What follows belongs to an exercise in optimizing a design on an open flow for small area, a short achievable clock period and few clock cycles per item; a production flow would make more cautious choices. At most, simulation tests tie the RTL to the original design; equivalence was not proved. Function not checked in run 1: the RTL went through the layout flow alone.

<file path="config.mk">
export PLATFORM = sky130hd
export DESIGN_NAME = fc_top
export DESIGN_NICKNAME = fc_top
export VERILOG_FILES = /design/flow/design.v
export SDC_FILE = /design/flow/constraint.sdc
export NUM_CORES = 4
export LEC_CHECK = 0
export CAP_MARGIN = 20
export CORE_MARGIN = 2
export CORE_UTILIZATION = 55
export SETUP_SLACK_MARGIN = 5
export SLEW_MARGIN = 20
export SYNTH_HIERARCHICAL = 1
export SYNTH_MINIMUM_KEEP_SIZE = 0
</file>
<file path="constraint.sdc">
create_clock -name core_clock -period 10.0 [get_ports {clk}]
set_input_delay 2.0000 -clock core_clock [delete_from_list [all_inputs] [get_ports {clk}]]
set_output_delay 2.0000 -clock core_clock [all_outputs]
set_load 0.01 [all_outputs]
</file>
<file path="design.v">
package fc_pkg;
    localparam int LANES = 4;
    localparam int ACC_SHIFT = 4;
    typedef logic signed [7:0] lane_t;
    typedef lane_t [LANES-1:0] word_t;
    typedef logic signed [23:0] acc_t;
    typedef struct packed {
        logic       en;
        logic       sel;
        logic [7:0] addr;
        word_t      data;
    } host_wr_t;
    typedef struct packed {
        logic       valid;
        logic       is_bias;
        logic [1:0] lane;
        logic       final_layer;
        logic [7:0] index;
        logic       last;
    } mac_tag_t;
    typedef struct packed {
        logic       valid;
        logic [7:0] index;
        lane_t      value;
        logic       last;
    } score_t;
    typedef struct packed {
        logic       en;
        logic [7:0] addr;
        word_t      data;
    } act_wr_t;
endpackage
`timescale 1ns/100ps
module ntree (
    input  logic [8:0]  a0,
    input  logic [7:0]  b0,
    input  logic [8:0]  a1,
    input  logic [7:0]  b1,
    input  logic [8:0]  a2,
    input  logic [7:0]  b2,
    input  logic [8:0]  a3,
    input  logic [7:0]  b3,
    input  logic [7:0]  e,
    output logic [19:0] s,
    output logic [19:0] c
);
    logic t0, t1;
    logic t2, t3;
    logic t4, t5;
    logic t6, t7;
    logic t8, t9;
    logic t10, t11;
    logic t12, t13;
    logic t14, t15;
    logic t16, t17;
    logic t18, t19;
    logic t20, t21;
    logic t22, t23;
    logic t24, t25;
    logic t26, t27;
    logic t28, t29;
    logic t30, t31;
    logic t32, t33;
    logic t34, t35;
    logic t36, t37;
    logic t38, t39;
    logic t40, t41;
    logic t42, t43;
    logic t44, t45;
    logic t46, t47;
    logic t48, t49;
    logic t50, t51;
    logic t52, t53;
    logic t54, t55;
    logic t56, t57;
    logic t58, t59;
    logic t60, t61;
    logic t62, t63;
    logic t64, t65;
    logic t66, t67;
    logic t68, t69;
    logic t70, t71;
    logic t72, t73;
    logic t74, t75;
    logic t76, t77;
    logic t78, t79;
    logic t80, t81;
    logic t82, t83;
    logic t84, t85;
    logic t86, t87;
    logic t88, t89;
    logic t90, t91;
    logic t92, t93;
    logic t94, t95;
    logic t96, t97;
    logic t98, t99;
    logic t100, t101;
    logic t102, t103;
    logic t104, t105;
    logic t106, t107;
    logic t108, t109;
    logic t110, t111;
    logic t112, t113;
    logic t114, t115;
    logic t116, t117;
    logic t118, t119;
    logic t120, t121;
    logic t122, t123;
    logic t124, t125;
    logic t126, t127;
    logic t128, t129;
    logic t130, t131;
    logic t132, t133;
    logic t134, t135;
    logic t136, t137;
    logic t138, t139;
    logic t140, t141;
    logic t142, t143;
    logic t144, t145;
    logic t146, t147;
    logic t148, t149;
    logic t150, t151;
    logic t152, t153;
    logic t154, t155;
    logic t156, t157;
    logic t158, t159;
    logic t160, t161;
    logic t162, t163;
    logic t164, t165;
    logic t166, t167;
    logic t168, t169;
    logic t170, t171;
    logic t172, t173;
    logic t174, t175;
    logic t176, t177;
    logic t178, t179;
    logic t180, t181;
    logic t182, t183;
    logic t184, t185;
    logic t186, t187;
    logic t188, t189;
    logic t190, t191;
    logic t192, t193;
    logic t194, t195;
    logic t196, t197;
    logic t198, t199;
    logic t200, t201;
    logic t202, t203;
    logic t204, t205;
    logic t206, t207;
    logic t208, t209;
    logic t210, t211;
    logic t212, t213;
    logic t214, t215;
    logic t216, t217;
    logic t218, t219;
    logic t220, t221;
    logic t222, t223;
    logic t224, t225;
    logic t226, t227;
    logic t228, t229;
    logic t230, t231;
    logic t232, t233;
    logic t234, t235;
    logic t236, t237;
    logic t238, t239;
    logic t240, t241;
    logic t242, t243;
    logic t244, t245;
    logic t246, t247;
    logic t248, t249;
    logic t250, t251;
    logic t252, t253;
    logic t254, t255;
    logic t256, t257;
    logic t258, t259;
    logic t260, t261;
    logic t262, t263;
    logic t264, t265;
    logic t266, t267;
    logic t268, t269;
    logic t270, t271;
    logic t272, t273;
    logic t274, t275;
    logic t276, t277;
    logic t278, t279;
    logic t280, t281;
    logic t282, t283;
    logic t284, t285;
    logic t286, t287;
    logic t288, t289;
    logic t290, t291;
    logic t292, t293;
    logic t294, t295;
    logic t296, t297;
    logic t298, t299;
    logic t300, t301;
    logic t302, t303;
    logic t304, t305;
    logic t306, t307;
    logic t308, t309;
    logic t310, t311;
    logic t312, t313;
    logic t314, t315;
    logic t316, t317;
    logic t318, t319;
    logic t320, t321;
    logic t322, t323;
    logic t324, t325;
    logic t326, t327;
    logic t328, t329;
    logic t330, t331;
    logic t332, t333;
    logic t334, t335;
    logic t336, t337;
    logic t338, t339;
    logic t340, t341;
    logic t342, t343;
    logic t344, t345;
    logic t346, t347;
    logic t348, t349;
    logic t350, t351;
    logic t352, t353;
    logic t354, t355;
    logic t356, t357;
    logic t358, t359;
    logic t360, t361;
    logic t362, t363;
    logic t364, t365;
    logic t366, t367;
    logic t368, t369;
    logic t370, t371;
    logic t372, t373;
    logic t374, t375;
    logic t376, t377;
    logic t378, t379;
    logic t380, t381;
    logic t382, t383;
    logic t384, t385;
    logic t386, t387;
    logic t388, t389;
    logic t390, t391;
    logic t392, t393;
    logic t394, t395;
    logic t396, t397;
    logic t398, t399;
    logic t400, t401;
    logic t402, t403;
    logic t404, t405;
    logic t406, t407;
    logic t408, t409;
    logic t410, t411;
    logic t412, t413;
    logic t414, t415;
    logic t416, t417;
    logic t418, t419;
    logic t420, t421;
    logic t422, t423;
    logic t424, t425;
    logic t426, t427;
    logic t428, t429;
    logic t430, t431;
    logic t432, t433;
    logic t434, t435;
    logic t436, t437;
    logic t438, t439;
    logic t440, t441;
    logic t442, t443;
    logic t444, t445;
    logic t446, t447;
    logic t448, t449;
    logic t450, t451;
    logic t452, t453;
    logic t454, t455;
    logic t456, t457;
    logic t458, t459;
    logic t460, t461;
    logic t462, t463;
    logic t464, t465;
    logic t466, t467;
    logic t468, t469;
    logic t470, t471;
    logic t472, t473;
    logic t474, t475;
    logic t476, t477;
    logic t478, t479;
    logic t480, t481;
    logic t482, t483;
    logic t484, t485;
    logic t486, t487;
    logic t488, t489;
    logic t490, t491;
    logic t492, t493;
    logic t494, t495;
    logic t496, t497;
    logic t498, t499;
    logic t500, t501;
    logic t502, t503;
    logic t504, t505;
    logic t506, t507;
    logic t508, t509;
    logic t510, t511;
    logic t512, t513;
    logic t514, t515;
    logic t516, t517;
    logic t518, t519;
    logic t520, t521;
    logic t522, t523;
    logic t524, t525;
    logic t526, t527;
    logic t528, t529;
    logic t530, t531;
    logic t532, t533;
    logic t534, t535;
    logic t536, t537;
    logic t538, t539;
    logic t540, t541;
    logic t542, t543;
    logic t544, t545;
    logic t546, t547;
    logic t548, t549;
    logic t550, t551;
    logic t552, t553;
    logic t554, t555;
    hadd u0 (.a((a0[0] & b0[6])), .b((a0[1] & b0[5])), .s(t0), .co(t1));
    assign t2 = ~(~(a0[0] & b0[7]) ^ (a0[1] & b0[6]));
    assign t3 = ~(a0[0] & b0[7]) | (a0[1] & b0[6]);
    fadd u1 (.a((a0[2] & b0[5])), .b((a0[3] & b0[4])), .ci((a0[4] & b0[3])), .s(t4), .co(t5));
    fadd u2 (.a((a0[5] & b0[2])), .b((a0[6] & b0[1])), .ci((a0[7] & b0[0])), .s(t6), .co(t7));
    hadd u3 (.a(~(a1[0] & b1[7])), .b((a1[1] & b1[6])), .s(t8), .co(t9));
    assign t10 = ~(~(a0[1] & b0[7]) ^ (a0[2] & b0[6]));
    assign t11 = ~(a0[1] & b0[7]) | (a0[2] & b0[6]);
    fadd u4 (.a((a0[3] & b0[5])), .b((a0[4] & b0[4])), .ci((a0[5] & b0[3])), .s(t12), .co(t13));
    fadd u5 (.a((a0[6] & b0[2])), .b((a0[7] & b0[1])), .ci(~(a0[8] & b0[0])), .s(t14), .co(t15));
    fadd u6 (.a(~(a1[1] & b1[7])), .b((a1[2] & b1[6])), .ci((a1[3] & b1[5])), .s(t16), .co(t17));
    hadd u7 (.a((a1[4] & b1[4])), .b((a1[5] & b1[3])), .s(t18), .co(t19));
    fadd u8 (.a(~(a0[2] & b0[7])), .b((a0[3] & b0[6])), .ci((a0[4] & b0[5])), .s(t20), .co(t21));
    fadd u9 (.a((a0[5] & b0[4])), .b((a0[6] & b0[3])), .ci((a0[7] & b0[2])), .s(t22), .co(t23));
    hadd u10 (.a(~(a0[8] & b0[1])), .b(~(a1[2] & b1[7])), .s(t24), .co(t25));
    fadd u11 (.a((a0[0] & b0[4])), .b((a0[1] & b0[3])), .ci((a0[2] & b0[2])), .s(t26), .co(t27));
    fadd u12 (.a((a0[0] & b0[5])), .b((a0[1] & b0[4])), .ci((a0[2] & b0[3])), .s(t28), .co(t29));
    fadd u13 (.a((a0[3] & b0[2])), .b((a0[4] & b0[1])), .ci((a0[5] & b0[0])), .s(t30), .co(t31));
    fadd u14 (.a((a1[0] & b1[5])), .b((a1[1] & b1[4])), .ci((a1[2] & b1[3])), .s(t32), .co(t33));
    hadd u15 (.a((a1[3] & b1[2])), .b((a1[4] & b1[1])), .s(t34), .co(t35));
    fadd u16 (.a(t0), .b((a0[2] & b0[4])), .ci((a0[3] & b0[3])), .s(t36), .co(t37));
    fadd u17 (.a((a0[4] & b0[2])), .b((a0[5] & b0[1])), .ci((a0[6] & b0[0])), .s(t38), .co(t39));
    fadd u18 (.a((a1[0] & b1[6])), .b((a1[1] & b1[5])), .ci((a1[2] & b1[4])), .s(t40), .co(t41));
    fadd u19 (.a((a1[3] & b1[3])), .b((a1[4] & b1[2])), .ci((a1[5] & b1[1])), .s(t42), .co(t43));
    fadd u20 (.a((a1[6] & b1[0])), .b((a2[0] & b2[6])), .ci((a2[1] & b2[5])), .s(t44), .co(t45));
    fadd u21 (.a((a2[2] & b2[4])), .b((a2[3] & b2[3])), .ci((a2[4] & b2[2])), .s(t46), .co(t47));
    hadd u22 (.a((a2[5] & b2[1])), .b((a2[6] & b2[0])), .s(t48), .co(t49));
    fadd u23 (.a(t1), .b(t2), .ci(t4), .s(t50), .co(t51));
    fadd u24 (.a(t6), .b(t8), .ci((a1[2] & b1[5])), .s(t52), .co(t53));
    fadd u25 (.a((a1[3] & b1[4])), .b((a1[4] & b1[3])), .ci((a1[5] & b1[2])), .s(t54), .co(t55));
    fadd u26 (.a((a1[6] & b1[1])), .b((a1[7] & b1[0])), .ci(~(a2[0] & b2[7])), .s(t56), .co(t57));
    fadd u27 (.a((a2[1] & b2[6])), .b((a2[2] & b2[5])), .ci((a2[3] & b2[4])), .s(t58), .co(t59));
    fadd u28 (.a((a2[4] & b2[3])), .b((a2[5] & b2[2])), .ci((a2[6] & b2[1])), .s(t60), .co(t61));
    fadd u29 (.a((a2[7] & b2[0])), .b(~(a3[0] & b3[7])), .ci((a3[1] & b3[6])), .s(t62), .co(t63));
    fadd u30 (.a((a3[2] & b3[5])), .b((a3[3] & b3[4])), .ci((a3[4] & b3[3])), .s(t64), .co(t65));
    fadd u31 (.a(t3), .b(t5), .ci(t7), .s(t66), .co(t67));
    fadd u32 (.a(t9), .b(t10), .ci(t12), .s(t68), .co(t69));
    fadd u33 (.a(t14), .b(t16), .ci(t18), .s(t70), .co(t71));
    fadd u34 (.a((a1[6] & b1[2])), .b((a1[7] & b1[1])), .ci(~(a1[8] & b1[0])), .s(t72), .co(t73));
    fadd u35 (.a(~(a2[1] & b2[7])), .b((a2[2] & b2[6])), .ci((a2[3] & b2[5])), .s(t74), .co(t75));
    fadd u36 (.a((a2[4] & b2[4])), .b((a2[5] & b2[3])), .ci((a2[6] & b2[2])), .s(t76), .co(t77));
    fadd u37 (.a((a2[7] & b2[1])), .b(~(a2[8] & b2[0])), .ci(~(a3[1] & b3[7])), .s(t78), .co(t79));
    fadd u38 (.a((a3[2] & b3[6])), .b((a3[3] & b3[5])), .ci((a3[4] & b3[4])), .s(t80), .co(t81));
    hadd u39 (.a((a3[5] & b3[3])), .b((a3[6] & b3[2])), .s(t82), .co(t83));
    fadd u40 (.a(t11), .b(t13), .ci(t15), .s(t84), .co(t85));
    fadd u41 (.a(t17), .b(t19), .ci(t20), .s(t86), .co(t87));
    fadd u42 (.a(t22), .b(t24), .ci((a1[3] & b1[6])), .s(t88), .co(t89));
    fadd u43 (.a((a1[4] & b1[5])), .b((a1[5] & b1[4])), .ci((a1[6] & b1[3])), .s(t90), .co(t91));
    fadd u44 (.a((a1[7] & b1[2])), .b(~(a1[8] & b1[1])), .ci(~(a2[2] & b2[7])), .s(t92), .co(t93));
    fadd u45 (.a((a2[3] & b2[6])), .b((a2[4] & b2[5])), .ci((a2[5] & b2[4])), .s(t94), .co(t95));
    fadd u46 (.a((a2[6] & b2[3])), .b((a2[7] & b2[2])), .ci(~(a2[8] & b2[1])), .s(t96), .co(t97));
    fadd u47 (.a(~(a3[2] & b3[7])), .b((a3[3] & b3[6])), .ci((a3[4] & b3[5])), .s(t98), .co(t99));
    fadd u48 (.a((a3[5] & b3[4])), .b((a3[6] & b3[3])), .ci((a3[7] & b3[2])), .s(t100), .co(t101));
    assign t102 = ~(t21 ^ t23);
    assign t103 = t21 | t23;
    fadd u49 (.a(t25), .b(~(a0[3] & b0[7])), .ci((a0[4] & b0[6])), .s(t104), .co(t105));
    fadd u50 (.a((a0[5] & b0[5])), .b((a0[6] & b0[4])), .ci((a0[7] & b0[3])), .s(t106), .co(t107));
    fadd u51 (.a(~(a0[8] & b0[2])), .b(~(a1[3] & b1[7])), .ci((a1[4] & b1[6])), .s(t108), .co(t109));
    fadd u52 (.a((a1[5] & b1[5])), .b((a1[6] & b1[4])), .ci((a1[7] & b1[3])), .s(t110), .co(t111));
    fadd u53 (.a(~(a1[8] & b1[2])), .b(~(a2[3] & b2[7])), .ci((a2[4] & b2[6])), .s(t112), .co(t113));
    fadd u54 (.a((a2[5] & b2[5])), .b((a2[6] & b2[4])), .ci((a2[7] & b2[3])), .s(t114), .co(t115));
    fadd u55 (.a(~(a2[8] & b2[2])), .b(~(a3[3] & b3[7])), .ci((a3[4] & b3[6])), .s(t116), .co(t117));
    fadd u56 (.a((a3[5] & b3[5])), .b((a3[6] & b3[4])), .ci((a3[7] & b3[3])), .s(t118), .co(t119));
    fadd u57 (.a(~(a0[4] & b0[7])), .b((a0[5] & b0[6])), .ci((a0[6] & b0[5])), .s(t120), .co(t121));
    fadd u58 (.a((a0[7] & b0[4])), .b(~(a0[8] & b0[3])), .ci(~(a1[4] & b1[7])), .s(t122), .co(t123));
    fadd u59 (.a((a1[5] & b1[6])), .b((a1[6] & b1[5])), .ci((a1[7] & b1[4])), .s(t124), .co(t125));
    fadd u60 (.a(~(a1[8] & b1[3])), .b(~(a2[4] & b2[7])), .ci((a2[5] & b2[6])), .s(t126), .co(t127));
    fadd u61 (.a((a2[6] & b2[5])), .b((a2[7] & b2[4])), .ci(~(a2[8] & b2[3])), .s(t128), .co(t129));
    fadd u62 (.a(~(a0[5] & b0[7])), .b((a0[6] & b0[6])), .ci((a0[7] & b0[5])), .s(t130), .co(t131));
    fadd u63 (.a((a0[0] & b0[3])), .b((a0[1] & b0[2])), .ci((a0[2] & b0[1])), .s(t132), .co(t133));
    fadd u64 (.a((a0[3] & b0[0])), .b((a1[0] & b1[3])), .ci((a1[1] & b1[2])), .s(t134), .co(t135));
    fadd u65 (.a(t26), .b((a0[3] & b0[1])), .ci((a0[4] & b0[0])), .s(t136), .co(t137));
    fadd u66 (.a((a1[0] & b1[4])), .b((a1[1] & b1[3])), .ci((a1[2] & b1[2])), .s(t138), .co(t139));
    fadd u67 (.a((a1[3] & b1[1])), .b((a1[4] & b1[0])), .ci((a2[0] & b2[4])), .s(t140), .co(t141));
    fadd u68 (.a((a2[1] & b2[3])), .b((a2[2] & b2[2])), .ci((a2[3] & b2[1])), .s(t142), .co(t143));
    fadd u69 (.a(t27), .b(t28), .ci(t30), .s(t144), .co(t145));
    fadd u70 (.a(t32), .b(t34), .ci((a1[5] & b1[0])), .s(t146), .co(t147));
    fadd u71 (.a((a2[0] & b2[5])), .b((a2[1] & b2[4])), .ci((a2[2] & b2[3])), .s(t148), .co(t149));
    fadd u72 (.a((a2[3] & b2[2])), .b((a2[4] & b2[1])), .ci((a2[5] & b2[0])), .s(t150), .co(t151));
    fadd u73 (.a((a3[0] & b3[5])), .b((a3[1] & b3[4])), .ci((a3[2] & b3[3])), .s(t152), .co(t153));
    fadd u74 (.a(t29), .b(t31), .ci(t33), .s(t154), .co(t155));
    fadd u75 (.a(t35), .b(t36), .ci(t38), .s(t156), .co(t157));
    fadd u76 (.a(t40), .b(t42), .ci(t44), .s(t158), .co(t159));
    fadd u77 (.a(t46), .b(t48), .ci((a3[0] & b3[6])), .s(t160), .co(t161));
    fadd u78 (.a((a3[1] & b3[5])), .b((a3[2] & b3[4])), .ci((a3[3] & b3[3])), .s(t162), .co(t163));
    hadd u79 (.a((a3[4] & b3[2])), .b((a3[5] & b3[1])), .s(t164), .co(t165));
    fadd u80 (.a(t37), .b(t39), .ci(t41), .s(t166), .co(t167));
    fadd u81 (.a(t43), .b(t45), .ci(t47), .s(t168), .co(t169));
    fadd u82 (.a(t49), .b(t50), .ci(t52), .s(t170), .co(t171));
    fadd u83 (.a(t54), .b(t56), .ci(t58), .s(t172), .co(t173));
    fadd u84 (.a(t60), .b(t62), .ci(t64), .s(t174), .co(t175));
    fadd u85 (.a((a3[5] & b3[2])), .b((a3[6] & b3[1])), .ci((a3[7] & b3[0])), .s(t176), .co(t177));
    fadd u86 (.a(t51), .b(t53), .ci(t55), .s(t178), .co(t179));
    fadd u87 (.a(t57), .b(t59), .ci(t61), .s(t180), .co(t181));
    fadd u88 (.a(t63), .b(t65), .ci(t66), .s(t182), .co(t183));
    fadd u89 (.a(t68), .b(t70), .ci(t72), .s(t184), .co(t185));
    fadd u90 (.a(t74), .b(t76), .ci(t78), .s(t186), .co(t187));
    fadd u91 (.a(t80), .b(t82), .ci((a3[7] & b3[1])), .s(t188), .co(t189));
    fadd u92 (.a(t67), .b(t69), .ci(t71), .s(t190), .co(t191));
    fadd u93 (.a(t73), .b(t75), .ci(t77), .s(t192), .co(t193));
    fadd u94 (.a(t79), .b(t81), .ci(t83), .s(t194), .co(t195));
    fadd u95 (.a(t84), .b(t86), .ci(t88), .s(t196), .co(t197));
    fadd u96 (.a(t90), .b(t92), .ci(t94), .s(t198), .co(t199));
    fadd u97 (.a(t96), .b(t98), .ci(t100), .s(t200), .co(t201));
    fadd u98 (.a(t85), .b(t87), .ci(t89), .s(t202), .co(t203));
    fadd u99 (.a(t91), .b(t93), .ci(t95), .s(t204), .co(t205));
    fadd u100 (.a(t97), .b(t99), .ci(t101), .s(t206), .co(t207));
    fadd u101 (.a(t102), .b(t104), .ci(t106), .s(t208), .co(t209));
    fadd u102 (.a(t108), .b(t110), .ci(t112), .s(t210), .co(t211));
    fadd u103 (.a(t114), .b(t116), .ci(t118), .s(t212), .co(t213));
    fadd u104 (.a(t103), .b(t105), .ci(t107), .s(t214), .co(t215));
    fadd u105 (.a(t109), .b(t111), .ci(t113), .s(t216), .co(t217));
    fadd u106 (.a(t115), .b(t117), .ci(t119), .s(t218), .co(t219));
    fadd u107 (.a(t120), .b(t122), .ci(t124), .s(t220), .co(t221));
    fadd u108 (.a(t126), .b(t128), .ci(~(a3[4] & b3[7])), .s(t222), .co(t223));
    fadd u109 (.a((a3[5] & b3[6])), .b((a3[6] & b3[5])), .ci((a3[7] & b3[4])), .s(t224), .co(t225));
    fadd u110 (.a(t121), .b(t123), .ci(t125), .s(t226), .co(t227));
    fadd u111 (.a(t127), .b(t129), .ci(t130), .s(t228), .co(t229));
    fadd u112 (.a(~(a0[8] & b0[4])), .b(~(a1[5] & b1[7])), .ci((a1[6] & b1[6])), .s(t230), .co(t231));
    fadd u113 (.a((a1[7] & b1[5])), .b(~(a1[8] & b1[4])), .ci(~(a2[5] & b2[7])), .s(t232), .co(t233));
    fadd u114 (.a((a2[6] & b2[6])), .b((a2[7] & b2[5])), .ci(~(a2[8] & b2[4])), .s(t234), .co(t235));
    fadd u115 (.a(~(a3[5] & b3[7])), .b((a3[6] & b3[6])), .ci((a3[7] & b3[5])), .s(t236), .co(t237));
    fadd u116 (.a(t131), .b(~(a0[6] & b0[7])), .ci((a0[7] & b0[6])), .s(t238), .co(t239));
    fadd u117 (.a(~(a0[8] & b0[5])), .b(~(a1[6] & b1[7])), .ci((a1[7] & b1[6])), .s(t240), .co(t241));
    fadd u118 (.a(~(a1[8] & b1[5])), .b(~(a2[6] & b2[7])), .ci((a2[7] & b2[6])), .s(t242), .co(t243));
    fadd u119 (.a((a0[0] & b0[2])), .b((a0[1] & b0[1])), .ci((a0[2] & b0[0])), .s(t244), .co(t245));
    fadd u120 (.a((a1[0] & b1[2])), .b((a1[1] & b1[1])), .ci((a1[2] & b1[0])), .s(t246), .co(t247));
    fadd u121 (.a(t132), .b(t134), .ci((a1[2] & b1[1])), .s(t248), .co(t249));
    fadd u122 (.a((a1[3] & b1[0])), .b((a2[0] & b2[3])), .ci((a2[1] & b2[2])), .s(t250), .co(t251));
    fadd u123 (.a((a2[2] & b2[1])), .b((a2[3] & b2[0])), .ci((a3[0] & b3[3])), .s(t252), .co(t253));
    fadd u124 (.a(t133), .b(t135), .ci(t136), .s(t254), .co(t255));
    fadd u125 (.a(t138), .b(t140), .ci(t142), .s(t256), .co(t257));
    fadd u126 (.a((a2[4] & b2[0])), .b((a3[0] & b3[4])), .ci((a3[1] & b3[3])), .s(t258), .co(t259));
    hadd u127 (.a((a3[2] & b3[2])), .b((a3[3] & b3[1])), .s(t260), .co(t261));
    fadd u128 (.a(t137), .b(t139), .ci(t141), .s(t262), .co(t263));
    fadd u129 (.a(t143), .b(t144), .ci(t146), .s(t264), .co(t265));
    fadd u130 (.a(t148), .b(t150), .ci(t152), .s(t266), .co(t267));
    fadd u131 (.a((a3[3] & b3[2])), .b((a3[4] & b3[1])), .ci((a3[5] & b3[0])), .s(t268), .co(t269));
    fadd u132 (.a(t145), .b(t147), .ci(t149), .s(t270), .co(t271));
    fadd u133 (.a(t151), .b(t153), .ci(t154), .s(t272), .co(t273));
    fadd u134 (.a(t156), .b(t158), .ci(t160), .s(t274), .co(t275));
    fadd u135 (.a(t162), .b(t164), .ci((a3[6] & b3[0])), .s(t276), .co(t277));
    fadd u136 (.a(t155), .b(t157), .ci(t159), .s(t278), .co(t279));
    fadd u137 (.a(t161), .b(t163), .ci(t165), .s(t280), .co(t281));
    fadd u138 (.a(t166), .b(t168), .ci(t170), .s(t282), .co(t283));
    fadd u139 (.a(t172), .b(t174), .ci(t176), .s(t284), .co(t285));
    fadd u140 (.a(t167), .b(t169), .ci(t171), .s(t286), .co(t287));
    fadd u141 (.a(t173), .b(t175), .ci(t177), .s(t288), .co(t289));
    fadd u142 (.a(t178), .b(t180), .ci(t182), .s(t290), .co(t291));
    fadd u143 (.a(t184), .b(t186), .ci(t188), .s(t292), .co(t293));
    fadd u144 (.a(t179), .b(t181), .ci(t183), .s(t294), .co(t295));
    fadd u145 (.a(t185), .b(t187), .ci(t189), .s(t296), .co(t297));
    fadd u146 (.a(t190), .b(t192), .ci(t194), .s(t298), .co(t299));
    fadd u147 (.a(t196), .b(t198), .ci(t200), .s(t300), .co(t301));
    fadd u148 (.a(t191), .b(t193), .ci(t195), .s(t302), .co(t303));
    fadd u149 (.a(t197), .b(t199), .ci(t201), .s(t304), .co(t305));
    fadd u150 (.a(t202), .b(t204), .ci(t206), .s(t306), .co(t307));
    fadd u151 (.a(t208), .b(t210), .ci(t212), .s(t308), .co(t309));
    fadd u152 (.a(t203), .b(t205), .ci(t207), .s(t310), .co(t311));
    fadd u153 (.a(t209), .b(t211), .ci(t213), .s(t312), .co(t313));
    fadd u154 (.a(t214), .b(t216), .ci(t218), .s(t314), .co(t315));
    fadd u155 (.a(t220), .b(t222), .ci(t224), .s(t316), .co(t317));
    fadd u156 (.a(t215), .b(t217), .ci(t219), .s(t318), .co(t319));
    fadd u157 (.a(t221), .b(t223), .ci(t225), .s(t320), .co(t321));
    fadd u158 (.a(t226), .b(t228), .ci(t230), .s(t322), .co(t323));
    fadd u159 (.a(t232), .b(t234), .ci(t236), .s(t324), .co(t325));
    fadd u160 (.a(t227), .b(t229), .ci(t231), .s(t326), .co(t327));
    fadd u161 (.a(t233), .b(t235), .ci(t237), .s(t328), .co(t329));
    fadd u162 (.a(t238), .b(t240), .ci(t242), .s(t330), .co(t331));
    fadd u163 (.a(~(a2[8] & b2[5])), .b(~(a3[6] & b3[7])), .ci((a3[7] & b3[6])), .s(t332), .co(t333));
    fadd u164 (.a(t239), .b(t241), .ci(t243), .s(t334), .co(t335));
    fadd u165 (.a(~(a0[7] & b0[7])), .b(~(a0[8] & b0[6])), .ci(~(a1[7] & b1[7])), .s(t336), .co(t337));
    fadd u166 (.a(~(a1[8] & b1[6])), .b(~(a2[7] & b2[7])), .ci(~(a2[8] & b2[6])), .s(t338), .co(t339));
    fadd u167 (.a((a0[0] & b0[1])), .b((a0[1] & b0[0])), .ci((a1[0] & b1[1])), .s(t340), .co(t341));
    hadd u168 (.a((a1[1] & b1[0])), .b((a2[0] & b2[1])), .s(t342), .co(t343));
    fadd u169 (.a(t244), .b(t246), .ci((a2[0] & b2[2])), .s(t344), .co(t345));
    fadd u170 (.a((a2[1] & b2[1])), .b((a2[2] & b2[0])), .ci((a3[0] & b3[2])), .s(t346), .co(t347));
    hadd u171 (.a((a3[1] & b3[1])), .b((a3[2] & b3[0])), .s(t348), .co(t349));
    fadd u172 (.a(t245), .b(t247), .ci(t248), .s(t350), .co(t351));
    fadd u173 (.a(t250), .b(t252), .ci((a3[1] & b3[2])), .s(t352), .co(t353));
    fadd u174 (.a((a3[2] & b3[1])), .b((a3[3] & b3[0])), .ci(e[3]), .s(t354), .co(t355));
    fadd u175 (.a(t249), .b(t251), .ci(t253), .s(t356), .co(t357));
    fadd u176 (.a(t254), .b(t256), .ci(t258), .s(t358), .co(t359));
    fadd u177 (.a(t260), .b((a3[4] & b3[0])), .ci(e[4]), .s(t360), .co(t361));
    fadd u178 (.a(t255), .b(t257), .ci(t259), .s(t362), .co(t363));
    fadd u179 (.a(t261), .b(t262), .ci(t264), .s(t364), .co(t365));
    fadd u180 (.a(t266), .b(t268), .ci(e[5]), .s(t366), .co(t367));
    fadd u181 (.a(t263), .b(t265), .ci(t267), .s(t368), .co(t369));
    fadd u182 (.a(t269), .b(t270), .ci(t272), .s(t370), .co(t371));
    fadd u183 (.a(t274), .b(t276), .ci(e[6]), .s(t372), .co(t373));
    fadd u184 (.a(t271), .b(t273), .ci(t275), .s(t374), .co(t375));
    fadd u185 (.a(t277), .b(t278), .ci(t280), .s(t376), .co(t377));
    fadd u186 (.a(t282), .b(t284), .ci(~e[7]), .s(t378), .co(t379));
    fadd u187 (.a(t279), .b(t281), .ci(t283), .s(t380), .co(t381));
    fadd u188 (.a(t285), .b(t286), .ci(t288), .s(t382), .co(t383));
    fadd u189 (.a(t290), .b(t292), .ci(~(a3[8] & b3[0])), .s(t384), .co(t385));
    fadd u190 (.a(t287), .b(t289), .ci(t291), .s(t386), .co(t387));
    fadd u191 (.a(t293), .b(t294), .ci(t296), .s(t388), .co(t389));
    fadd u192 (.a(t298), .b(t300), .ci(~(a3[8] & b3[1])), .s(t390), .co(t391));
    fadd u193 (.a(t295), .b(t297), .ci(t299), .s(t392), .co(t393));
    fadd u194 (.a(t301), .b(t302), .ci(t304), .s(t394), .co(t395));
    fadd u195 (.a(t306), .b(t308), .ci(~(a3[8] & b3[2])), .s(t396), .co(t397));
    fadd u196 (.a(t303), .b(t305), .ci(t307), .s(t398), .co(t399));
    fadd u197 (.a(t309), .b(t310), .ci(t312), .s(t400), .co(t401));
    fadd u198 (.a(t314), .b(t316), .ci(~(a3[8] & b3[3])), .s(t402), .co(t403));
    fadd u199 (.a(t311), .b(t313), .ci(t315), .s(t404), .co(t405));
    fadd u200 (.a(t317), .b(t318), .ci(t320), .s(t406), .co(t407));
    fadd u201 (.a(t322), .b(t324), .ci(~(a3[8] & b3[4])), .s(t408), .co(t409));
    fadd u202 (.a(t319), .b(t321), .ci(t323), .s(t410), .co(t411));
    fadd u203 (.a(t325), .b(t326), .ci(t328), .s(t412), .co(t413));
    fadd u204 (.a(t330), .b(t332), .ci(~(a3[8] & b3[5])), .s(t414), .co(t415));
    fadd u205 (.a(t327), .b(t329), .ci(t331), .s(t416), .co(t417));
    fadd u206 (.a(t333), .b(t334), .ci(t336), .s(t418), .co(t419));
    fadd u207 (.a(t338), .b(~(a3[7] & b3[7])), .ci(~(a3[8] & b3[6])), .s(t420), .co(t421));
    fadd u208 (.a(t335), .b(t337), .ci(t339), .s(t422), .co(t423));
    fadd u209 (.a((a0[8] & b0[7])), .b((a1[8] & b1[7])), .ci((a2[8] & b2[7])), .s(t424), .co(t425));
    hadd u210 (.a((a0[0] & b0[0])), .b((a1[0] & b1[0])), .s(t426), .co(t427));
    fadd u211 (.a(t340), .b(t342), .ci((a2[1] & b2[0])), .s(t428), .co(t429));
    hadd u212 (.a((a3[0] & b3[1])), .b((a3[1] & b3[0])), .s(t430), .co(t431));
    fadd u213 (.a(t341), .b(t343), .ci(t344), .s(t432), .co(t433));
    fadd u214 (.a(t346), .b(t348), .ci(e[2]), .s(t434), .co(t435));
    fadd u215 (.a(t345), .b(t347), .ci(t349), .s(t436), .co(t437));
    fadd u216 (.a(t350), .b(t352), .ci(t354), .s(t438), .co(t439));
    fadd u217 (.a(t351), .b(t353), .ci(t355), .s(t440), .co(t441));
    fadd u218 (.a(t356), .b(t358), .ci(t360), .s(t442), .co(t443));
    fadd u219 (.a(t357), .b(t359), .ci(t361), .s(t444), .co(t445));
    fadd u220 (.a(t362), .b(t364), .ci(t366), .s(t446), .co(t447));
    fadd u221 (.a(t363), .b(t365), .ci(t367), .s(t448), .co(t449));
    fadd u222 (.a(t368), .b(t370), .ci(t372), .s(t450), .co(t451));
    fadd u223 (.a(t369), .b(t371), .ci(t373), .s(t452), .co(t453));
    fadd u224 (.a(t374), .b(t376), .ci(t378), .s(t454), .co(t455));
    fadd u225 (.a(t375), .b(t377), .ci(t379), .s(t456), .co(t457));
    fadd u226 (.a(t380), .b(t382), .ci(t384), .s(t458), .co(t459));
    fadd u227 (.a(t381), .b(t383), .ci(t385), .s(t460), .co(t461));
    fadd u228 (.a(t386), .b(t388), .ci(t390), .s(t462), .co(t463));
    fadd u229 (.a(t387), .b(t389), .ci(t391), .s(t464), .co(t465));
    fadd u230 (.a(t392), .b(t394), .ci(t396), .s(t466), .co(t467));
    fadd u231 (.a(t393), .b(t395), .ci(t397), .s(t468), .co(t469));
    fadd u232 (.a(t398), .b(t400), .ci(t402), .s(t470), .co(t471));
    fadd u233 (.a(t399), .b(t401), .ci(t403), .s(t472), .co(t473));
    fadd u234 (.a(t404), .b(t406), .ci(t408), .s(t474), .co(t475));
    fadd u235 (.a(t405), .b(t407), .ci(t409), .s(t476), .co(t477));
    fadd u236 (.a(t410), .b(t412), .ci(t414), .s(t478), .co(t479));
    fadd u237 (.a(t411), .b(t413), .ci(t415), .s(t480), .co(t481));
    fadd u238 (.a(t416), .b(t418), .ci(t420), .s(t482), .co(t483));
    fadd u239 (.a(t417), .b(t419), .ci(t421), .s(t484), .co(t485));
    fadd u240 (.a(t422), .b(t424), .ci((a3[8] & b3[7])), .s(t486), .co(t487));
    hadd u241 (.a(t426), .b((a2[0] & b2[0])), .s(t488), .co(t489));
    fadd u242 (.a(t427), .b(t428), .ci(t430), .s(t490), .co(t491));
    fadd u243 (.a(t429), .b(t431), .ci(t432), .s(t492), .co(t493));
    fadd u244 (.a(t433), .b(t435), .ci(t436), .s(t494), .co(t495));
    fadd u245 (.a(t437), .b(t439), .ci(t440), .s(t496), .co(t497));
    fadd u246 (.a(t441), .b(t443), .ci(t444), .s(t498), .co(t499));
    fadd u247 (.a(t445), .b(t447), .ci(t448), .s(t500), .co(t501));
    fadd u248 (.a(t449), .b(t451), .ci(t452), .s(t502), .co(t503));
    fadd u249 (.a(t453), .b(t455), .ci(t456), .s(t504), .co(t505));
    fadd u250 (.a(t457), .b(t459), .ci(t460), .s(t506), .co(t507));
    fadd u251 (.a(t461), .b(t463), .ci(t464), .s(t508), .co(t509));
    fadd u252 (.a(t465), .b(t467), .ci(t468), .s(t510), .co(t511));
    fadd u253 (.a(t469), .b(t471), .ci(t472), .s(t512), .co(t513));
    fadd u254 (.a(t473), .b(t475), .ci(t476), .s(t514), .co(t515));
    fadd u255 (.a(t477), .b(t479), .ci(t480), .s(t516), .co(t517));
    fadd u256 (.a(t481), .b(t483), .ci(t484), .s(t518), .co(t519));
    fadd u257 (.a(t485), .b(t487), .ci(t423), .s(t520), .co(t521));
    hadd u258 (.a(t488), .b((a3[0] & b3[0])), .s(t522), .co(t523));
    fadd u259 (.a(t489), .b(t490), .ci(e[1]), .s(t524), .co(t525));
    fadd u260 (.a(t491), .b(t492), .ci(t434), .s(t526), .co(t527));
    fadd u261 (.a(t493), .b(t494), .ci(t438), .s(t528), .co(t529));
    fadd u262 (.a(t495), .b(t496), .ci(t442), .s(t530), .co(t531));
    fadd u263 (.a(t497), .b(t498), .ci(t446), .s(t532), .co(t533));
    fadd u264 (.a(t499), .b(t500), .ci(t450), .s(t534), .co(t535));
    fadd u265 (.a(t501), .b(t502), .ci(t454), .s(t536), .co(t537));
    fadd u266 (.a(t503), .b(t504), .ci(t458), .s(t538), .co(t539));
    fadd u267 (.a(t505), .b(t506), .ci(t462), .s(t540), .co(t541));
    fadd u268 (.a(t507), .b(t508), .ci(t466), .s(t542), .co(t543));
    fadd u269 (.a(t509), .b(t510), .ci(t470), .s(t544), .co(t545));
    fadd u270 (.a(t511), .b(t512), .ci(t474), .s(t546), .co(t547));
    fadd u271 (.a(t513), .b(t514), .ci(t478), .s(t548), .co(t549));
    fadd u272 (.a(t515), .b(t516), .ci(t482), .s(t550), .co(t551));
    fadd u273 (.a(t517), .b(t518), .ci(t486), .s(t552), .co(t553));
    fadd u274 (.a(t519), .b(t520), .ci(t425), .s(t554), .co(t555));
    assign s[0] = t522;
    assign c[0] = e[0];
    assign s[1] = t523;
    assign c[1] = t524;
    assign s[2] = t525;
    assign c[2] = t526;
    assign s[3] = t527;
    assign c[3] = t528;
    assign s[4] = t529;
    assign c[4] = t530;
    assign s[5] = t531;
    assign c[5] = t532;
    assign s[6] = t533;
    assign c[6] = t534;
    assign s[7] = t535;
    assign c[7] = t536;
    assign s[8] = t537;
    assign c[8] = t538;
    assign s[9] = t539;
    assign c[9] = t540;
    assign s[10] = t541;
    assign c[10] = t542;
    assign s[11] = t543;
    assign c[11] = t544;
    assign s[12] = t545;
    assign c[12] = t546;
    assign s[13] = t547;
    assign c[13] = t548;
    assign s[14] = t549;
    assign c[14] = t550;
    assign s[15] = t551;
    assign c[15] = t552;
    assign s[16] = t553;
    assign c[16] = t554;
    assign s[17] = t555;
    assign c[17] = t521;
    assign s[18] = 1'b1;
    assign c[18] = 1'b0;
    assign s[19] = 1'b1;
    assign c[19] = 1'b0;
endmodule
`timescale 1ns/100ps
module fadd (
    input  logic a,
    input  logic b,
    input  logic ci,
    output logic s,
    output logic co
);
    assign s  = a ^ b ^ ci;
    assign co = (a & b) | (ci & (a ^ b));
endmodule
module hadd (
    input  logic a,
    input  logic b,
    output logic s,
    output logic co
);
    assign s  = a ^ b;
    assign co = a & b;
endmodule
`timescale 1ns/100ps
module fc_top (
    input  logic        clk,
    input  logic        rstn,
    input  logic        host_en,
    input  logic        host_sel,
    input  logic [7:0]  host_addr,
    input  logic [31:0] host_data,
    input  logic        start,
    output logic        t_valid,
    output logic [3:0]  class_idx
);
    logic [31:0] w0  [8][4];
    logic [7:0]  b0  [8];
    logic [31:0] w1  [10][2];
    logic [7:0]  b1  [10];
    logic [31:0] img [4];
    logic        running;
    logic        wr_ok;
    logic        img_we;
    logic        par_we;
    logic        w0b0_we;
    logic [5:0]  pa;
    assign wr_ok   = host_en && !running;
    assign img_we  = wr_ok && !host_sel;
    assign par_we  = wr_ok && host_sel;
    assign pa      = host_addr[5:0];
    assign w0b0_we = par_we && pa < 6'd34;
    always_ff @(posedge clk) begin
        for (int j = 0; j < 8; j++) begin
            for (int w = 0; w < 4; w++) begin
                if (par_we && pa == 6'(4 * j + w)) w0[j][w] <= host_data;
            end
        end
        for (int k = 0; k < 8; k++) begin
            if (par_we && pa == 6'(32 + k / 4)) b0[k] <= host_data[8*(k%4) +: 8];
        end
        for (int o = 0; o < 10; o++) begin
            for (int w = 0; w < 2; w++) begin
                if (par_we && pa == 6'(34 + 2 * o + w)) w1[o][w] <= host_data;
            end
        end
        for (int o = 0; o < 10; o++) begin
            if (par_we && pa == 6'(54 + o / 4)) b1[o] <= host_data[8*(o%4) +: 8];
        end
        for (int w = 0; w < 4; w++) begin
            if (img_we && host_addr[1:0] == 2'(w)) img[w] <= host_data;
        end
    end
    logic       dirty;       
    logic [1:0] rnext;       
    logic       ph_act;      
    logic [1:0] ph;          
    logic       op_v;
    logic       op_l1;       
    logic       op_init;     
    logic [3:0] nx_col;      
    logic [2:0] nx_ph;       
    logic [1:0] op_phb;
    logic [8:0] a_reg [2][4];
    logic        s2_v;
    logic        s2_l1;
    logic        s2_init;
    logic [1:0]  s2_phb;
    logic [19:0] s2_s [8];
    logic [19:0] s2_c [8];
    logic issue_delta;
    logic issue_rec;
    logic issue_l1;
    logic start_acc;
    assign start_acc   = start && !running;
    assign issue_delta = img_we;
    assign issue_rec   = !img_we && !w0b0_we && dirty;
    assign issue_l1    = running && ph_act && !dirty && !(op_v && !op_l1);
    logic signed [19:0] acc     [8];
    logic signed [19:0] acc_upd [8];
    logic        [6:0]  h_next  [8];
    logic               s2_l0;
    assign s2_l0 = s2_v && !s2_l1;
    logic [19:0] base  [8];
    logic [19:0] fa_s  [8];
    logic [19:0] fa_c  [8];
    always_comb begin
        for (int j = 0; j < 8; j++) begin
            base[j] = s2_init ? 20'($signed(b0[j])) : acc[j];
        end
    end
    for (genvar j = 0; j < 8; j++) begin : g_acc_fa
        for (genvar b = 0; b < 20; b++) begin : g_bit
            fadd u_fa (.a(base[j][b]), .b(s2_s[j][b]), .ci(s2_c[j][b]), .s(fa_s[j][b]), .co(fa_c[j][b]));
        end
    end
    always_comb begin
        for (int j = 0; j < 8; j++) begin
            if (s2_l0) begin
                acc_upd[j] = fa_s[j] + {fa_c[j][18:0], 1'b0};
            end else begin
                acc_upd[j] = acc[j];
            end
            if (acc_upd[j][19]) h_next[j] = 7'd0;
            else if (|acc_upd[j][18:11]) h_next[j] = 7'd127;
            else h_next[j] = acc_upd[j][10:4];
        end
    end
    always_ff @(posedge clk) begin
        for (int j = 0; j < 8; j++) acc[j] <= acc_upd[j];
    end
    logic [31:0] img_sel;
    logic [31:0] img_rec;
    assign img_sel = img[host_addr[1:0]];
    assign img_rec = img[rnext];
    always_ff @(posedge clk) begin
        for (int q = 0; q < 2; q++) begin
            for (int l = 0; l < 4; l++) begin
                if (issue_delta) begin
                    a_reg[q][l] <= {host_data[8*l+7], host_data[8*l +: 8]}
                                 - {img_sel[8*l+7], img_sel[8*l +: 8]};
                end else if (issue_rec) begin
                    a_reg[q][l] <= {img_rec[8*l+7], img_rec[8*l +: 8]};
                end else if (issue_l1 && ph == 2'd0) begin
                    a_reg[q][l] <= {2'b00, h_next[4*q+l]};
                end
            end
        end
        op_phb  <= ph;
        op_init <= issue_rec && rnext == 2'd0;
        op_l1   <= issue_l1;
    end
    logic [7:0]  opb [8][4];
    logic [7:0]  ex  [8];
    logic [19:0] t_s [8];
    logic [19:0] t_c [8];
    assign nx_col = issue_delta ? (4'b1 << host_addr[1:0]) :
                    issue_rec   ? (4'b1 << rnext) : 4'b0;
    assign nx_ph  = issue_l1 ? (3'b1 << ph) : 3'b0;
    always_ff @(posedge clk) begin
        for (int j = 0; j < 8; j++) begin
            for (int l = 0; l < 4; l++) begin
                logic [7:0] v;
                v = '0;
                for (int c = 0; c < 4; c++) begin
                    v = v | ({8{nx_col[c]}} & w0[j][c][8*l +: 8]);
                end
                for (int p = 0; p < 3; p++) begin
                    if (4 * p + j / 2 < 10) begin
                        v = v | ({8{nx_ph[p]}} & w1[4 * p + j / 2][j % 2][8*l +: 8]);
                    end
                end
                opb[j][l] <= v;
            end
            if (j % 2 == 0) begin
                logic [7:0] e;
                e = '0;
                for (int p = 0; p < 3; p++) begin
                    if (4 * p + j / 2 < 10) begin
                        e = e | ({8{nx_ph[p]}} & b1[4 * p + j / 2]);
                    end
                end
                ex[j] <= e;
            end else begin
                ex[j] <= '0;
            end
        end
    end
    for (genvar j = 0; j < 8; j++) begin : g_tree
        ntree u_tree (
            .a0 (a_reg[j%2][0]), .b0 (opb[j][0]),
            .a1 (a_reg[j%2][1]), .b1 (opb[j][1]),
            .a2 (a_reg[j%2][2]), .b2 (opb[j][2]),
            .a3 (a_reg[j%2][3]), .b3 (opb[j][3]),
            .e  (ex[j]),
            .s  (t_s[j]),
            .c  (t_c[j])
        );
    end
    always_ff @(posedge clk) begin
        for (int j = 0; j < 8; j++) begin
            s2_s[j] <= t_s[j];
            s2_c[j] <= t_c[j];
        end
        s2_init <= op_init;
        s2_l1   <= op_l1;
        s2_phb  <= op_phb;
    end
    logic [17:0]        u_s [4];
    logic [17:0]        u_c [4];
    logic [17:0]        v_s [4];
    logic [17:0]        v_c [4];
    logic signed [17:0] ssum [4];
    logic [17:0]        uc_sh [4];
    logic signed [7:0]  sc [4];
    logic signed [7:0]  best_val;
    logic signed [7:0]  vb;
    logic [3:0]         gv;       
    logic [3:0]         win;      
    logic [3:0]         gtb;      
    logic [1:0]         ib;
    logic               take;
    for (genvar g = 0; g < 4; g++) begin : g_sc_fa
        assign uc_sh[g] = {u_c[g][16:0], 1'b0};
        for (genvar b = 0; b < 18; b++) begin : g_bit
            fadd u_fa1 (.a(s2_s[2*g][b]), .b(s2_c[2*g][b]), .ci(s2_s[2*g+1][b]),
                        .s(u_s[g][b]), .co(u_c[g][b]));
            fadd u_fa2 (.a(u_s[g][b]), .b(uc_sh[g][b]), .ci(s2_c[2*g+1][b]),
                        .s(v_s[g][b]), .co(v_c[g][b]));
        end
    end
    always_comb begin
        for (int g = 0; g < 4; g++) begin
            ssum[g] = v_s[g] + {v_c[g][16:0], 1'b0};
            if (ssum[g][17] && !(&ssum[g][16:11])) sc[g] = 8'sh80;
            else if (!ssum[g][17] && (|ssum[g][16:11])) sc[g] = 8'sh7f;
            else sc[g] = ssum[g][11:4];
        end
        gv = (s2_phb == 2'd2) ? 4'b0011 : 4'b1111;
        for (int g = 0; g < 4; g++) begin
            win[g] = gv[g];
            for (int k = 0; k < 4; k++) begin
                if (k < g && gv[k] && !(sc[g] > sc[k])) win[g] = 1'b0;
                if (k > g && gv[k] && (sc[k] > sc[g])) win[g] = 1'b0;
            end
            gtb[g] = sc[g] > best_val;
        end
        vb = '0;
        for (int g = 0; g < 4; g++) vb = vb | ({8{win[g]}} & sc[g]);
        ib = {win[3] | win[2], win[3] | win[1]};
        take = s2_phb == 2'd0 || |(win & gtb);
    end
    always_ff @(posedge clk) begin
        if (s2_v && s2_l1 && take) best_val <= vb;
    end
    always_ff @(posedge clk or negedge rstn) begin
        if (!rstn) begin
            running   <= 1'b0;
            t_valid   <= 1'b0;
            class_idx <= '0;
            dirty     <= 1'b1;
            rnext     <= '0;
            ph_act    <= 1'b0;
            ph        <= '0;
            op_v      <= 1'b0;
            s2_v      <= 1'b0;
        end else begin
            op_v <= issue_delta || issue_rec || issue_l1;
            s2_v <= op_v;
            if (img_we || w0b0_we) begin
                rnext <= '0;
                if (w0b0_we) dirty <= 1'b1;
            end else if (issue_rec) begin
                rnext <= rnext + 2'd1;
                if (rnext == 2'd3) dirty <= 1'b0;
            end
            if (start_acc) begin
                running <= 1'b1;
                t_valid <= 1'b0;
                ph_act  <= 1'b1;
                ph      <= '0;
            end
            if (issue_l1) begin
                ph <= ph + 2'd1;
                if (ph == 2'd2) ph_act <= 1'b0;
            end
            if (s2_v && s2_l1) begin
                if (take) class_idx <= {s2_phb, ib};
                if (s2_phb == 2'd2) begin
                    t_valid <= 1'b1;
                    running <= 1'b0;
                end
            end
        end
    end
endmodule
</file>
<file path="run.sh">
#!/bin/bash
# synth_recipe.tcl (not shown) runs the flow's synth.tcl, then flattens the netlist and writes it again
# the make line also repeats each setting of config.mk as NAME=value (left out here)
make -C /OpenROAD-flow-scripts/flow DESIGN_CONFIG=/design/flow/config.mk WORK_HOME=/design/flow/orfs CLKGATE_MAP_FILE= SYNTH_SCRIPT=/design/flow/synth_recipe.tcl finish
</file>
==> results of run 1 <==
==> final cells by class <==
| type | instances | area share, % |
|---|---|---|
| diodes | 80 | 0.1034 |
| multi-input cells | 8448 | 48.30 |
| repair buffers | 617 | 3.452 |
| well taps | 4120 | 2.663 |
| flip-flops and latches | 2798 | 39.56 |
| clock buffers | 408 | 4.293 |
| clock inverters | 153 | 0.9547 |
| inverters | 342 | 0.6658 |
==> per-module statistics from Yosys (local to each module, per instance) <==
module  cell area (um2)  cells inside
fc_top           104600          6930
ntree              2053           346
fadd              20.02             1
hadd              12.51             1
==> worst min path at each step <==
| stage | from | slack [ps] | cells after the start | end |
|---|---|---|---|---|
| 2_1_floorplan | op_init | 310 | 0 | s2_init |
| 3_3_place_gp | ex[6][0] | 310 | 0 | s2_c[6][0] |
| 3_5_place_dp | op_init | 310 | 0 | s2_init |
| 4_1_cts | ex[0][0] | 320 | 0 | s2_c[0][0] |
| 5_1_grt | ex[6][0] | 330 | 0 | s2_c[6][0] |
| 6_report | ex[6][0] | 330 | 0 | s2_c[6][0] |
==> cells by family after synthesis <==
group           count (synthesis)
simple gates                 3599
fa+ha+maj                    2864
flops                        2798
compound gates               1656
buf+inv                      1012
xor+xnor                      152
mux                           104
other cells                    17
==> metrics by stage <==
step	utilization (%)	cells	cell area (um2)	hold WS, ps
2_1_floorplan	-	12250	171600	309.6
3_3_place_gp	56.99	15980	175700	311.6
3_5_place_dp	57.02	15990	175800	311.8
4_1_cts	61.85	16760	190700	323.5
5_1_grt	62.72	16900	193400	334.0
6_report	62.78	16970	193600	326.9
==> layer usage <==
layer  vias to the layer above  global-route usage, %  wire length, um
met5                         -                 0.5120              570
met4                        40                  23.46            44950
met3                      1607                  10.94            74490
met2                      7268                  58.82           274800
met1                     57980                  50.66           222900
li1                      43670                      -                -
==> repair_timing <==
item | in CTS | in global routing
endpoints found under the setup margin | 581 | 310
resized for setup | 608 | 396
buffers inserted | 192 | 114
pin swaps | 267 | 334
cloned | 23 | 8
==> synthesized netlist by cell type (27+ instances only) <==
library cell and count:
buf_2 39, buf_1 32, o21ai_1 34, nor3_1 60, nand2_1 985, nand2b_1 31
buf_4 328, a21oi_1 217, mux4_2 32, nand3_1 183, and2_1 1851, xnor2_1 88
nor2b_1 51, a222oi_1 560, dfxtp_1 744, ha_1 468, fa_1 2396, and3_1 27
edfxtp_1 2040, nor2_1 230, or3_1 29, xor2_1 64, a21o_1 79, a211oi_1 43
mux2_2 62, inv_1 341, o31ai_1 32, o21ai_0 364, clkbuf_1 271, o211ai_1 28
o21a_1 65, nand4_1 37
==> summary.txt, run 1 <==
Outcome
  – Status: finished clean

CTS
  – Htree depth: 5
  – Total CTS buffers: around 300
  – Worst-path clk slew: 60 ps
  – TritonCTS clock tree: built
  – CTS Sinks: about 2800
  – Maximum clock path buffer count: 4
  – Root buffer cell: clkbuf_16
  – Clock latency (worst-skew pair): 940 ps
  – Post-CTS Hold Buffers: 0

Yosys
  – Synth top area cells: edfxtp_1 (36%), fa_1 (28%), dfxtp_1 (8.8%)
  – Cells after Synth: 12200
  – Largest family of logic cells by synthesized area: adder cells
  – Dominant synthesized flop cell: edfxtp_1
  – Synthesized area: 170200 um2
  – YS warnings: between 40 and 50
  – Register area share after synthesis: 44.95%
  – Seq cells post-synth: about 2800
  – Synth Area in Compound Gates: 7.377%
  – Yosys top cell by area: edfxtp_1
  – Yosys cell types: 97
  – Post-synthesis xor/xnor area fraction: less than 1%
  – Fraction of registers with async set/reset: less than 1%
  – Post-synthesis mux area share: 0.8924%
  – Area share of the largest cell type after synthesis: 35.99%
  – Syn_area_per_cell: 13.95 um2
  – Post-synthesis simple-gate area fraction: between 10 and 15%
  – Number of synthesized flops with an enable pin: 2040
  – Synth Area in Adders: 31.62%

Critical path
  – CP arrival: between 7000 and 8000 ps
  – CP endpoint: class_idx[3]
  – Crit. path cell count: 27
  – Worst flop-to-flop path startpoint: s2_s[1][5]
  – Delay-heaviest family, CP: compound AO/OA/AOI/OAI gates
  – R2R cell count: 27
  – Setup crit start: s2_s[1][5]
  – CP Launch Type: flop
  – Crit-path max FO: 6
  – RR Endpoint: class_idx[3]
  – Crit path max-delay cell type: fa_1
  – Crit. End Element: flop
  – Flop2flop setup slack: around 3600 ps
  – Crit-path max cell delay: 570 ps
  – CP required: 10800 ps
  – Worst path bufs/invs: 4
  – WS Path Type: reg2reg

GRT
  – GR Overflow Total: 0
  – First-pass GRT wire length: roughly 860000 um
  – Gr usage total: 39.05%
  – Vias in the first global route: around 110k
  – Largest net degree at the start of global routing: 126
  – Initial antenna violation count: 117

Detailed routing
  – Vias: ~110k
  – Routed wire length: around 620000 um
  – First-pass DRT Iterations: 9
  – DR WL/cell: between 30 and 40 um
  – Initial DRC count: 16170
  – Vias/cell: 6.517
  – Antenna Violating Nets Remaining: 0
  – Drt drc: 0

STA
  – Final Hold Fails: 0
  – Clock skew: roughly 80 ps
  – Total negative setup slack: 0 ps
  – Final Critical Period: 6386 ps
  – Fin crit share: a little under two thirds
  – Post-route setup slack: 3614 ps
  – Relative slew slack: 12.56%
  – Worst slew pin tran: 1302 ps
  – Slew Viols, Final: 0
  – Final setup vio count: 0
  – Fmax: 0.1566 GHz
  – RSZ-0062 raised after global routing: yes

Final layout
  – Filler cells: 23260
  – Nets: 15420
  – Max FFs per register: 1024
  – Register area: about 77000 um2
  – Most common cell after layout, fill and taps aside: edfxtp_1
  – Top flop regs: w0 x1024, w1 x640, opb x256
  – Most flop-heavy register: w0
  – Synth-to-layout area growth: 13.72%
  – Multi-input logic area: 93500 um2
  – Most frequent cells in the layout: edfxtp_1 (2040), fa_1 (1940), and2_1 (1799)
  – Share of post-route cells with drive strength above 1: between 15 and 20%

Min path
  – Hold/Removal Path Class: reg2reg

Placed design
  – Dpl ws: approximately 2300 ps
  – Routability cong.: 0.9819
  – HPWL Detailed: 406400 um
  – Port Buffers: 47

Floorplanning
  – Initial Util: 55.20%
  – Die extent in x: 560.3 um
  – # rows: 204
  – Full die area: 313900 um2
  – Core area: 308300 um2
  – Io pins: 50
  – Die outline height: about 560 um

Job
  – # Max-Cap Violations: 0
==> inputs of run 2 (changes only) <==
--- a/design.v
+++ b/design.v
@@ -744,3 +744,2 @@
     logic               s2_l0;
-    assign s2_l0 = s2_v && !s2_l1;
     logic [19:0] base  [8];
@@ -750,3 +749,3 @@
         for (int j = 0; j < 8; j++) begin
-            base[j] = s2_init ? 20'($signed(b0[j])) : acc[j];
+            base[j] = acc[j];
         end
@@ -771,3 +770,3 @@
     always_ff @(posedge clk) begin
-        for (int j = 0; j < 8; j++) acc[j] <= acc_upd[j];
+        for (int j = 0; j < 8; j++) acc[j] <= (op_v && op_init) ? 20'd0 : acc_upd[j];
     end
@@ -785,3 +784,3 @@
                     a_reg[q][l] <= {img_rec[8*l+7], img_rec[8*l +: 8]};
-                end else if (issue_l1 && ph == 2'd0) begin
+                end else begin
                     a_reg[q][l] <= {2'b00, h_next[4*q+l]};
@@ -816,8 +815,10 @@
             end
-            if (j % 2 == 0) begin
+            begin
                 logic [7:0] e;
-                e = '0;
-                for (int p = 0; p < 3; p++) begin
-                    if (4 * p + j / 2 < 10) begin
-                        e = e | ({8{nx_ph[p]}} & b1[4 * p + j / 2]);
+                e = (issue_rec && rnext == 2'd0) ? b0[j] : '0;
+                if (j % 2 == 0) begin
+                    for (int p = 0; p < 3; p++) begin
+                        if (4 * p + j / 2 < 10) begin
+                            e = e | ({8{nx_ph[p]}} & b1[4 * p + j / 2]);
+                        end
                     end
@@ -825,4 +826,2 @@
                 ex[j] <= e;
-            end else begin
-                ex[j] <= '0;
             end
@@ -847,2 +846,3 @@
         s2_init <= op_init;
+        s2_l0   <= op_v && !op_l1;
         s2_l1   <= op_l1;
@@ -858,8 +858,10 @@
     logic signed [7:0]  best_val;
+    logic [3:0]         best_idx;
+    logic               sq_v;
+    logic [1:0]         sq_ph;
+    logic signed [7:0]  sq [4];
     logic signed [7:0]  vb;
-    logic [3:0]         gv;       
     logic [3:0]         win;      
-    logic [3:0]         gtb;      
     logic [1:0]         ib;
-    logic               take;
+    logic               w8, w9;
     for (genvar g = 0; g < 4; g++) begin : g_sc_fa
@@ -880,19 +882,18 @@
         end
-        gv = (s2_phb == 2'd2) ? 4'b0011 : 4'b1111;
+    end
+    always_comb begin
         for (int g = 0; g < 4; g++) begin
-            win[g] = gv[g];
+            win[g] = 1'b1;
             for (int k = 0; k < 4; k++) begin
-                if (k < g && gv[k] && !(sc[g] > sc[k])) win[g] = 1'b0;
-                if (k > g && gv[k] && (sc[k] > sc[g])) win[g] = 1'b0;
+                if (k < g && !(sq[g] > sq[k])) win[g] = 1'b0;
+                if (k > g && (sq[k] > sq[g])) win[g] = 1'b0;
             end
-            gtb[g] = sc[g] > best_val;
         end
         vb = '0;
-        for (int g = 0; g < 4; g++) vb = vb | ({8{win[g]}} & sc[g]);
+        for (int g = 0; g < 4; g++) vb = vb | ({8{win[g]}} & sq[g]);
         ib = {win[3] | win[2], win[3] | win[1]};
-        take = s2_phb == 2'd0 || |(win & gtb);
-    end
-    always_ff @(posedge clk) begin
-        if (s2_v && s2_l1 && take) best_val <= vb;
     end
+    assign w8 = (sq[0] > best_val) && !(sq[1] > sq[0]);
+    assign w9 = (sq[1] > best_val) && (sq[1] > sq[0]);
+    assign class_idx = w8 ? 4'd8 : w9 ? 4'd9 : best_idx;
     always_ff @(posedge clk or negedge rstn) begin
@@ -901,4 +902,8 @@
             t_valid   <= 1'b0;
-            class_idx <= '0;
             dirty     <= 1'b1;
+            sq_v      <= 1'b0;
+            sq_ph     <= '0;
+            for (int g = 0; g < 4; g++) sq[g] <= '0;
+            best_val  <= '0;
+            best_idx  <= '0;
             rnext     <= '0;
@@ -928,4 +933,12 @@
             end
+            sq_v <= s2_v && s2_l1;
+            if (s2_v && s2_l1) begin
+                sq_ph <= s2_phb;
+                for (int g = 0; g < 4; g++) sq[g] <= sc[g];
+            end
+            if (sq_v && sq_ph != 2'd2 && (sq_ph == 2'd0 || vb > best_val)) begin
+                best_val <= vb;
+                best_idx <= {sq_ph, ib};
+            end
             if (s2_v && s2_l1) begin
-                if (take) class_idx <= {s2_phb, ib};
                 if (s2_phb == 2'd2) begin
--- a/config.mk
+++ b/config.mk
@@ -9,3 +9,5 @@
 export CORE_MARGIN = 2
-export CORE_UTILIZATION = 55
+export CORE_UTILIZATION = 45
+export CTS_CLUSTER_DIAMETER = 100
+export CTS_CLUSTER_SIZE = 30
 export SETUP_SLACK_MARGIN = 5
==> run 2 against run 1 <==
Critical path depth shrank 15. Critical endpoint is now class_idx[3]. Sequential share of layout area grew 2.5 points. Sequential cell count grew 67. Synthesized cell count is essentially flat. Register-to-register slack gained 1300 ps. Maximum frequency grew 18%. Final cell count grew 2.0%. Global-route usage shrank 7.6 points. Area after synthesis grew 0.23%. Still clean on timing, DRC and antenna. Highest routed layer unchanged. Via count shrank 2.1%. Cell area shrank 5.1%.
==> summary.txt, run 2 <==
Detailed routing
  – Initial DRC count: 15680
  – Antenna Violating Nets Remaining: 0
  – Vias/cell: 6.258
  – Top Layer Used: met5
  – First-pass DRT Iterations: 9
  – Vias: 108300
  – Routed wire length: 609500 um
  – M1 wire length: 227400 um
  – Drt drc: 0
  – Met3 wire len: ~77000 um
  – DR WL/cell: 35.24 um
  – WL met2: between 200000 and 300000 um

STA
  – Total negative setup slack: 0 ps
  – Worst slew pin tran: roughly 1200 ps
  – Final setup vio count: 0
  – Final Hold Fails: 0
  – Fin crit share: 54.08%
  – Relative slew slack: 21.20%
  – Final Critical Period: 5408 ps
  – Hold Worst Slack: 324.0 ps
  – RSZ-0062 raised after global routing: yes
  – Fmax: around 0.18 GHz
  – Clock skew: 80.11 ps
  – Slew Viols, Final: 0

GRT
  – First-pass GRT wire length: about 840000 um
  – Vias in the first global route: 111800
  – Initial antenna violation count: 125
  – GR Overflow Total: 0
  – Gr usage total: 31.45%
  – Largest net degree at the start of global routing: 113

Yosys
  – Fraction of registers with async set/reset: 1.990%
  – Yosys cell types: 100
  – Seq cells post-synth: 2865
  – Synthesized area: 170600 um2
  – YS warnings: 51
  – Synth top area cells: edfxtp_1 (34%), fa_1 (28%), dfxtp_1 (10%)
  – Register area share after synthesis: 45.15%
  – Number of synthesized flops with an enable pin: 1936
  – Commonest cells in the netlist: fa_1 (2396), edfxtp_1 (1936), and2_1 (1894)
  – Area share of the largest cell type after synthesis: 34.08%
  – Most frequent cell after synthesis: fa_1
  – Cells after Synth: 12210
  – Syn_area_per_cell: 13.97 um2
  – Yosys top cell by area: edfxtp_1
  – Dominant synthesized flop cell: edfxtp_1

Floorplanning
  – Io pins: 50
  – Core area: 378100 um2
  – Die outline height: 619.7 um
  – Full die area: 384100 um2
  – Die extent in x: a little over 600 um
  – # rows: ~230
  – Initial Util: 45.13%

CTS
  – Maximum clock path buffer count: 4
  – CTS Sinks: roughly 2900
  – Worst-path clk slew: 110 ps
  – Clock latency (worst-skew pair): 930 ps
  – TritonCTS clock tree: built
  – Htree depth: 4
  – Total CTS buffers: 140
  – Root buffer cell: clkbuf_16

Critical path
  – Crit path top cell by count: o21a_1
  – WS Path Type: reg2out
  – Worst path bufs/invs: 2
  – Crit path max-delay cell type: dfrtp_1
  – Crit-path max FO: 4
  – CP Cell Sequence: buf_6 > ha_4 > nor2b_4 > o21a_1 > o21a_1 > o21a_1 > o21a_1 > o21ai_2 > a21oi_2 > o21a_2 > or3_1 > buf_6
  – Crit. End Element: primary output
  – Delay-heaviest family, CP: compound AO/OA/AOI/OAI gates
  – CP arrival: 3410 ps
  – Crit-path max cell delay: between 400 and 500 ps
  – CP required: 8000 ps
  – CP Launch Type: flop

Placed design
  – HPWL Detailed: 412800 um
  – Port Buffers: 47
  – Dpl cell area: 176100 um2
  – Routability cong.: 1.008

Final layout
  – Filler cells: 32190
  – Nets: 15000
  – Most frequent cells in the layout: fa_1 (2189), edfxtp_1 (1936), and2_1 (1871)
  – Max FFs per register: 1024
  – Synth-to-layout area growth: 7.659%
  – Most common cell after layout, fill and taps aside: fa_1
  – Most flop-heavy register: w0
  – Final Util: 48.58%
  – Share of post-route cells with drive strength above 1: 9.378%
  – Post-route design area: 183700 um2
  – Top flop regs: w0 x1024, w1 x640, opb x256

Outcome
  – Status: finished clean

Job
  – # Max-Cap Violations: 0

Min path
  – Hold/Removal Path Class: reg2reg
run 2: changes by cell type after synthesis, sizes merged, moves of 72 or more:
cell,previous run,this run
nor2,230,396
edfxtp,2040,1936
dfxtp,744,872
o21ai,400,153
inv,342,241
mux2i,10,82
run 2: cells by family (layout without fill, tap and decap cells):
group,count (synthesis),in the layout,share of synthesized area (%)
other cells,17,109,0.03740
simple gates,3849,3849,12.02
mux,129,129,1.003
flops,2865,2865,45.15
fa+ha+maj,2856,2856,31.49
buf+inv,914,893,2.773
xor+xnor,139,139,0.7136
compound gates,1439,1443,6.819
run 2: what timing repair did:
item	in CTS	in global routing
gates resized for setup	350	195
cloned	15	8
hold buffers	0	0
pin swaps	91	163
setup endpoints to repair	401	157
setup buffers	51	28
run 2: per-layer routing:
layer | GRT usage, % | vias up
met5 | 0 | -
met4 | 16.69 | 38
met3 | 9.243 | 1385
met2 | 47.00 | 7170
met1 | 41.48 | 57050
li1 | - | 42620
run 2: cell type report:
class	instances	area, um2	area share, %
timing repair buffer	398	4135	2.251
clock inverter	56	882.1	0.4803
antenna	73	182.7	0.09946
inverter	241	907.1	0.4939
sequential	2865	77260	42.06
clock buffer	198	3849	2.095
multi-input combinational	8452	90180	49.10
tap	5016	6276	3.417
run 2: through the flow:
step | std cells | setup WS (ps)
after floorplan | 12230 | 5002
after global placement | 16870 | 3629
after detailed placement | 16870 | 3621
after CTS | 17190 | 4551
after global routing | 17250 | 4475
final | 17300 | 4592
run 2: worst paths after layout:
path / from / end / slack, ps / cells after the start
setup / recovery: sq[0][1] / class_idx[3] / 4590 / 12
hold / removal: ex[2][0] / s2_c[2][0] / 320 / 0
setup reg to reg: a_reg[4][7] / s2_s[7][10] / 4910 / 11
hold reg to reg: ex[2][0] / s2_c[2][0] / 320 / 0
max in group asynchronous: rstn / sq[0][0] / 8030 / 1
min in group asynchronous: rstn / sq[3][5] / 1290 / 1
run 2: modules after synthesis, one instance, submodules excluded:
module | flops+latches | copies in the design | cells inside | cell area [um2]
fadd | 0 | 2384 | 1 | 20.02
ntree | 0 | 8 | 346 | 2053
hadd | 0 | 120 | 1 | 12.51
fc_top | 2865 | 1 | 6936 | 105000
run 2: worst register-to-register path, cell delays in order (launching register included):
cell,delay (ps)
dfxtp_4,520
buf_16,220
buf_12,150
and2_4,150
fa_1,420
fa_1,490
fa_2,620
fa_2,450
fa_2,350
fa_2,540
fa_2,450
fa_2,550
Testbench counts of run 2, summed over its fixed seeds: cycles 3,840, items 384.

## port drivers added, routing unchanged
Ports are ideal in the flow. The routed layouts listed here were re-timed in OpenROAD. Step 1 (the two cells are an assumption about what drives the block):
set clk [get_ports {clk}]
set_driving_cell -lib_cell sky130_fd_sc_hd__clkbuf_16 $clk
set_driving_cell -lib_cell sky130_fd_sc_hd__buf_2 [delete_from_list [all_inputs] $clk]
Step 2 times the ports against the registers' clock, not the clock port: input delays grow and output delays shrink by t, the midpoint of the rising clock arrivals with the driver on. Three values: ideal, step 1, step 2; two values: the first two.
run	t, ns	setup WS [ns]	worst setup path after step 2
run 1	1.014	3.614 / 3.614 / 3.614	register to register
run 2	1.007	4.592 / 4.482 / 4.057	input to register
After both steps setup and hold are still met in every run listed. For run 2, which loses most, drivers alone change the setup slack by -0.110 ns; drivers and shift together by -0.535 ns.
